Source: an optimization exercise on an open RTL-to-GDS flow (aim: small area and a short achievable clock period). Production flows keep margins and buffers that such runs may drop. For this run, only the layout was checked, not whether the RTL still works. Power figures rest on the tool's default switching activity, not on a simulated workload.

===== flow/config.mk =====
export PLATFORM = sky130hd
export DESIGN_NAME = exec_stage
export DESIGN_NICKNAME = exec_stage
export VERILOG_FILES = /design/flow/design.v
export SDC_FILE = /design/flow/constraint.sdc
export NUM_CORES = 4
export LEC_CHECK = 0
export CAP_MARGIN = 20
export CORE_MARGIN = 2
export CORE_UTILIZATION = 40
export SLEW_MARGIN = 20

===== flow/constraint.sdc =====
create_clock -name core_clock -period 14.0 [get_ports {clock}]
set_input_delay 2.8000 -clock core_clock [delete_from_list [all_inputs] [get_ports {clock}]]
set_output_delay 2.8000 -clock core_clock [all_outputs]
set_load 0.01 [all_outputs]

===== flow/design.v =====
`default_nettype none
package a64_isa_pkg;
	localparam int RD_LSB = 0;
	localparam int RN_LSB = 5;
	localparam int IMM16_LSB = 5;
	localparam int IMM12_LSB = 10;
	localparam int IMM6_LSB = 10;
	localparam int RM_LSB = 16;
	localparam int N_BIT = 21;   
	localparam int HW_LSB = 21;   
	localparam int ADDSUB_EXT_BIT = 21;   
	localparam int SH_BIT = 22;
	localparam int SHIFT_LSB = 22;
	localparam int OPC_LSB = 29;   
	localparam int SF_BIT = 31;
	localparam int GRP_MSB = 28;
	localparam logic [5:0] ADDSUB_IMM_MATCH = 6'b100010;   
	localparam logic [4:0] ADDSUB_SHREG_MATCH = 5'b01011;   
	localparam logic [4:0] LOGIC_SHREG_MATCH = 5'b01010;   
	localparam logic [5:0] MOVE_WIDE_MATCH = 6'b100101;   
	typedef enum logic [1:0] {
		SHIFT_LSL = 2'b00,
		SHIFT_LSR = 2'b01,
		SHIFT_ASR = 2'b10,
		SHIFT_ROR = 2'b11   
	} shift_e;
	typedef enum logic [1:0] {
		LOP_AND = 2'b00,
		LOP_ORR = 2'b01,
		LOP_EOR = 2'b10,
		LOP_ANDS = 2'b11
	} logic_op_e;
	typedef enum logic [1:0] {
		CLASS_NONE = 2'b00,
		CLASS_ARITH = 2'b01,
		CLASS_LOGIC = 2'b10,
		CLASS_MOVE = 2'b11
	} op_class_e;
endpackage
`default_nettype wire
`default_nettype none
package exec_pkg;
	typedef logic [63:0] xword_t;
	typedef logic [4:0] reg_addr_t;
	typedef logic [31:0] inst_t;
	typedef logic [5:0] shamt_t;
	typedef struct packed {
		logic n;
		logic z;
		logic c;
		logic v;
	} flags_t;
	typedef struct packed {
		logic [1:0] op_class;
		logic wide;   
		logic set_flags;
		reg_addr_t rd;
		logic use_imm;   
		logic [12:0] imm12;   
		logic [1:0] shift;
		shamt_t shamt;
		logic subtract;
		logic invert;   
		logic [1:0] logic_op;
		logic move_not;   
		logic [15:0] imm16;
		logic [1:0] hw;
	} decoded_op_t;
endpackage
`default_nettype wire
`default_nettype none
module exec_stage (
	input logic clock,
	input logic rst,
	input exec_pkg::inst_t inst,
	input exec_pkg::xword_t rn_val,
	input exec_pkg::xword_t rm_val,
	output exec_pkg::xword_t res,
	output logic wr_en,
	output exec_pkg::reg_addr_t wr_addr,
	output logic wide,
	output logic flag_n,
	output logic flag_z,
	output logic flag_c,
	output logic flag_v
);
	parameter int ADDER = 0;   
	logic sf;
	logic [1:0] opc;
	logic bad_shamt;
	logic is_ai, is_ar, is_lr, is_mv;
	logic set_flags;
	assign sf = inst[31];
	assign opc = inst[30:29];
	assign bad_shamt = !sf && inst[15];
	assign is_ai = (inst[28:23] == 6'b100010);
	assign is_ar = (inst[28:24] == 5'b01011) && !inst[21] && (inst[23:22] != 2'b11) && !bad_shamt;
	assign is_lr = (inst[28:24] == 5'b01010) && !bad_shamt;
	assign is_mv = (inst[28:23] == 6'b100101) && !opc[0] && (sf || !inst[22]);
	assign set_flags = ((is_ai || is_ar) && opc[0]) || (is_lr && opc == 2'b11);
	assign wr_en = is_ai | is_ar | is_lr | is_mv;
	assign wr_addr = inst[4:0];
	assign wide = sf;
	logic imm;   
	logic dp_move;
	logic dp_arith;
	logic dp_logic;
	logic [1:0] sh_t;   
	logic [5:0] s;   
	logic [5:0] r;   
	logic inv;
	assign imm = inst[28];
	assign dp_move = imm && inst[23];
	assign dp_arith = imm ? !inst[23] : inst[24];
	assign dp_logic = !imm && !inst[24];
	assign sh_t = imm ? 2'b00 : inst[23:22];
	assign s = !imm ? inst[15:10] :
		inst[23] ? {inst[22:21], 4'b0000} : {2'b00, inst[22], inst[22], 2'b00};
	assign r = (sh_t == 2'b00) ? 6'(-s) : s;
	assign inv = dp_move ? !opc[1] : dp_arith ? opc[1] : inst[21];
	exec_pkg::xword_t x;
	exec_pkg::xword_t rot;
	exec_pkg::xword_t keep;
	exec_pkg::xword_t sh;
	logic fill;
	always_comb begin
		if (imm) begin
			x = '0;
			x[15:0] = inst[23] ? inst[20:5] : {4'b0000, inst[21:10]};
		end else begin
			x[31:0] = rm_val[31:0];
			if (sf) x[63:32] = rm_val[63:32];
			else if (sh_t == 2'b11) x[63:32] = rm_val[31:0];
			else if (sh_t == 2'b10) x[63:32] = {32{rm_val[31]}};
			else x[63:32] = '0;
		end
	end
	assign rot = 64'({x, x} >> r);
	always_comb begin
		for (int i = 0; i < 64; i++) begin
			if (!sf || sh_t == 2'b11) keep[i] = 1'b1;
			else if (sh_t == 2'b00) keep[i] = (6'(i) >= s);
			else keep[i] = (6'(63 - i) >= s);
		end
	end
	assign fill = sf && (sh_t == 2'b10) && rm_val[63];
	assign sh = (rot & keep) | ({64{fill}} & ~keep);
	exec_pkg::xword_t a, b, p, g;
	logic [64:0] c;   
	logic cin;
	assign a = rn_val;
	assign b = sh ^ {64{inv}};
	assign p = a ^ b;
	assign g = a & b;
	assign cin = dp_arith && opc[1];
	localparam int NL = (ADDER == 2) ? 11 : (ADDER == 3) ? 7 : 6;
	function automatic int pj(input int l, input int i);
		int d, j;
		j = -1;
		if (ADDER == 0) begin   
			d = 1 << l;
			if (i >= d) j = i - d;
		end else if (ADDER == 1) begin   
			if (((i >> l) & 1) == 1) j = ((i >> l) << l) - 1;
		end else if (ADDER == 2) begin   
			if (l < 6) begin
				d = 1 << l;
				if ((i + 1) % (2 * d) == 0) j = i - d;
			end else begin
				d = 1 << (10 - l);
				if ((i + 1) % (2 * d) == d && i - d >= 0) j = i - d;
			end
		end else begin   
			if (l < 6) begin
				d = 1 << l;
				if ((i % 2) == 1 && i - d >= 0 && (l == 0 || i - d >= 1)) j = i - d;
			end else if ((i % 2) == 0 && i >= 1) j = i - 1;
		end
		pj = j;
	endfunction
	logic [NL:0][63:0] gg, pp;
	always_comb begin
		gg = '0;
		pp = '0;
		gg[0] = g;
		pp[0] = p;
		gg[0][0] = g[0] | (p[0] & cin);
		for (int l = 0; l < NL; l++) begin
			gg[l+1] = gg[l];
			pp[l+1] = pp[l];
			for (int i = 0; i < 64; i++) begin
				if (pj(l, i) >= 0) begin
					gg[l+1][i] = gg[l][i] | (pp[l][i] & gg[l][pj(l, i)]);
					pp[l+1][i] = pp[l][i] & pp[l][pj(l, i)];
				end
			end
		end
	end
	assign c = {gg[NL], cin};
	exec_pkg::xword_t pre;
	always_comb begin
		for (int i = 0; i < 64; i++) begin
			if (dp_arith) pre[i] = p[i] ^ c[i];
			else if (dp_move) pre[i] = b[i];
			else if (opc == 2'b01) pre[i] = a[i] | b[i];
			else if (opc == 2'b10) pre[i] = p[i];
			else pre[i] = g[i];
		end
	end
	assign res = {pre[63:32] & {32{sf}}, pre[31:0]};
	exec_pkg::flags_t flag_q;
	logic nf, zf, cf, vf;
	assign nf = sf ? pre[63] : pre[31];
	assign zf = (res == '0);
	assign cf = dp_arith && (sf ? c[64] : c[32]);
	assign vf = dp_arith && (sf ? (c[64] ^ c[63]) : (c[32] ^ c[31]));
	always_ff @(posedge clock) begin
		if (rst) begin
			flag_q <= '0;
		end else if (set_flags) begin
			flag_q <= {nf, zf, cf, vf};
		end
	end
	assign flag_n = flag_q.n;
	assign flag_z = flag_q.z;
	assign flag_c = flag_q.c;
	assign flag_v = flag_q.v;
endmodule
`default_nettype wire

===== flow/flow/run.sh =====
#!/bin/bash
# Standard layout, unchanged.
bash standard.sh > standard.log 2>&1

===== flow/standard.sh =====
#!/bin/bash
# synth_recipe.tcl (not shown) runs the flow's synth.tcl, then flattens the netlist and writes it again
# the make line also repeats each setting of config.mk as NAME=value (left out here)
make -C /OpenROAD-flow-scripts/flow DESIGN_CONFIG=/design/flow/config.mk WORK_HOME=/design/flow/orfs CLKGATE_MAP_FILE= SYNTH_SCRIPT=/design/flow/synth_recipe.tcl "${@:-finish}"

==> flow_summary.ini <==
[cells_and_area]
reg.largest.list = flag_q (4)
mostFrequentLayoutCells = nor2_1, buf_4, a21oi_1
top_register = flag_q
final_nets = 3611
largest_reg_flops = 4
drive_gt1_share_pct = 14.5
area_delta_synth_final_pct = 23.1

[drt]
drt_iter0_drc = 4129
via_per_inst = 6.98
routed_wl_um = 122000
vias = 27800
drtPass1Iterations = 6
avgRoutedWirePerCell_um = 30.5
remaining_drc_errors = 0
ant_nets = 0

[critical_path]
critical-path-top-delay-family = compound AO/OA/AOI/OAI gates
path_class = in2out
startpoint_type = input port
end_kind = primary output
cp_num_buf_inv = 8
crit_required_ps = 11200
crit_fanout = 45
cpMostUsedCell = buf_4
arrival_ps = 10940
r2r_slack_ps = 13320
slowest_stage = clkdlybuf4s50_1
cpPeakStageDelay_ps = 610

[sta]
setup_viol = 0
timing.final.crit_period_ps = 13740
timing.final.crit_share_pct = 98.1
worst_pin_slew_ps = 1240
finalHoldViolCount = 0
rsz0062_at_grt = false
clock_skew_ps = 0
setup_ws_ps = 265
setup-tns-final_ps = 0
max-slew-margin-rel_pct = 17.0
maxSlewViolCount = 0
fmax_ghz = 0.0728

[floorplan]
core_um2 = 49100
die_height_um = 227
pin_count = 237
start_util_pct = 40.6
row_count = 81
dieArea_um2 = 51600
dieWidth_um = 227

[global_routing]
grt.total_usage_pct = 45.5
grt_pass1_wl_um = 175000
grt-ovfl-total = 0
grt_max_degree = 89
antenna_found_initial = 5
grt_pass1_vias = 25700

[synth]
synth_nets = 3323
synthCells = 3028
synthFlopType = dfxtp_1
synth_cell_types = 106
synth_edf_count = 0
syn-cell-area_um2 = 19900
synth_warnings = 1
synth-seq-cells = 4
avgSynthCellArea_um2 = 6.57
ys_seq_area_share_pct = 0.402
synth-async-reset-ratio_pct = 0

[clock_tree]
ctsRootBufferMaster = clkbuf_16
postCtsHoldBufs = 0
insertion_delay_ps = 220
cts_tree = done
cts_sinks = 4
clockBufferDepth = 2
clk_pin_slew_ps = 30
h-tree-depth = 1
cts_made_buffers = 3

[power_and_ir_drop]
swShare_pct = 59.4
pwr-share-comb_pct = 98.1
clkPwrFrac_pct = 1.5
pwr-share-seq_pct = 0.4
peakVddDrop_mv = 0.0395
switchingPower_w = 0.00181
internal_power_w = 0.00124
leakagePower_nw = 10.4
power_density_nw_per_um2 = 125

[placed_design]
port_buffers = 226
gp_congestion = 1.12
place_ws_ps = 21.5
dp_hpwl_um = 98800

[job]
cap_violations = 0

[status]
outcome = complete, no violations

[min_path]
hold_path.class = reg2reg
[worst register-to-register path, cell delays in order, from the launching register on]
cell      delay (ps)
dfxtp_1          320
nor2_1            50
a211oi_1         220
[worst paths after layout]
path | startpoint | to | cells past startpoint
max | inst[11] | res[62] | 30
max reg2reg | flag_q[3] | flag_q[3] | 2
min reg2reg | flag_q[2] | flag_q[2] | 2
min | flag_q[2] | flag_q[2] | 2
[routing by layer]
layer	GRT usage (%)	routed length, µm	share of wire, %	vias to the layer above
met5	0	10	0.0082	-
met2	72.1	52100	43	2065
met1	53.9	44300	36	13200
met3	7.58	12200	10	539
li1	-	-	-	12000
met4	38.4	13000	11	2
[power by group through the flow]
stage,sequential [W],clock (W),combinational [W]
2_1_floorplan,0.0000119,0,0.00166
3_3_place_gp,0.0000118,0,0.00282
3_5_place_dp,0.0000118,0,0.00284
4_1_cts,0.0000117,0.0000453,0.00286
5_1_grt,0.0000117,0.0000458,0.00314
6_report,0.0000117,0.0000455,0.00299
[cells in the mapped netlist (14+ instances only)]
cell	count	area, µm²
nor2_1	312	1170
a21oi_1	255	1280
nand2_1	222	833
mux2i_1	204	2040
o21ai_0	196	981
inv_1	192	721
ha_1	131	1640
clkbuf_1	119	447
a211oi_1	93	698
xnor2_1	88	771
buf_2	82	410
o211ai_1	82	616
nand3_1	72	360
nor3_1	59	295
mux2_2	55	619
o22ai_1	50	313
a21o_1	43	323
a31oi_1	41	257
and2_1	30	188
a22oi_1	28	210
buf_4	27	203
nand4_1	27	169
o31ai_1	27	203
nand2b_1	26	163
a221o_1	25	250
nor4_1	25	156
o2111ai_1	24	210
o21a_1	24	180
buf_1	23	86.3
a221oi_1	21	184
nor2b_1	19	119
o221ai_1	18	158
o32ai_1	18	158
a211o_1	16	140
a32oi_1	16	140
xor2_1	16	140
a311oi_1	15	131
mux4_2	15	338
or2_2	15	93.8
and3_1	14	87.6
or3_1	14	87.6
[area by class of cell]
class                      instances  area [µm²]
clock buffer                       3        75.1
antenna                            3        7.51
fill                            5076       24600
multi-input combinational       2567       18000
tap                              664         831
inverter                         195         732
timing repair buffer             545        4780
sequential                         4        80.1
[kinds of logic (layout without fill, tap and decap cells)]
logic type	after synthesis	after routing	synth area share [%]
flip-flops	4	4	0.402
buffers and inverters	457	743	10.1
XOR/XNOR	104	104	4.58
adder cells (fa/ha/maj)	133	133	8.44
AO/OA/AOI/OAI	1154	1154	39.7
multiplexers	281	281	15.5
AND/OR/NAND/NOR	895	895	21.3
other	0	3	0
[stage by stage]
step	power, W	cell area, µm²	instances	hold WS, ps	util [%]
floorplan	0.00167	19900	3028	462	-
global placement	0.00284	24300	3971	433	49.5
detailed placement	0.00285	24300	3971	446	49.5
CTS	0.00292	24300	3974	452	49.6
global route	0.00320	24500	3979	490	49.9
finish	0.00305	24500	3981	452	49.9
[timing repair]
action | 4_1_cts | 5_1_grt
resized for setup | 0 | 20
setup endpoints to repair | 0 | 11
buffers inserted | 0 | 4

## static timing again, ports no longer ideal
Ports are ideal in the flow. The routed layout listed here was re-timed in OpenROAD. Step 1 sets driving cells, clkbuf_16 on the clock port and buf_2 on the other inputs (assumed; they add their load-dependent delay and slew). Step 2 adds t to the input delays and takes it off the output delays; t is the mean of the earliest and latest rising clock arrival at the registers after step 1. Input paths then give back, and output paths get back, about the clock's delay inside the block. a / b / c = ideal ports / drivers / drivers and shift; a / b = the first two.
t (ns): 0.251
setup slack, ns: 0.265 / 0.244 / 0.244
pins driven straight from the clock port: 1
After both steps setup and hold are still met in this run. The setup slack of this run moves by -0.021 ns with the drivers and by -0.021 ns with both steps.
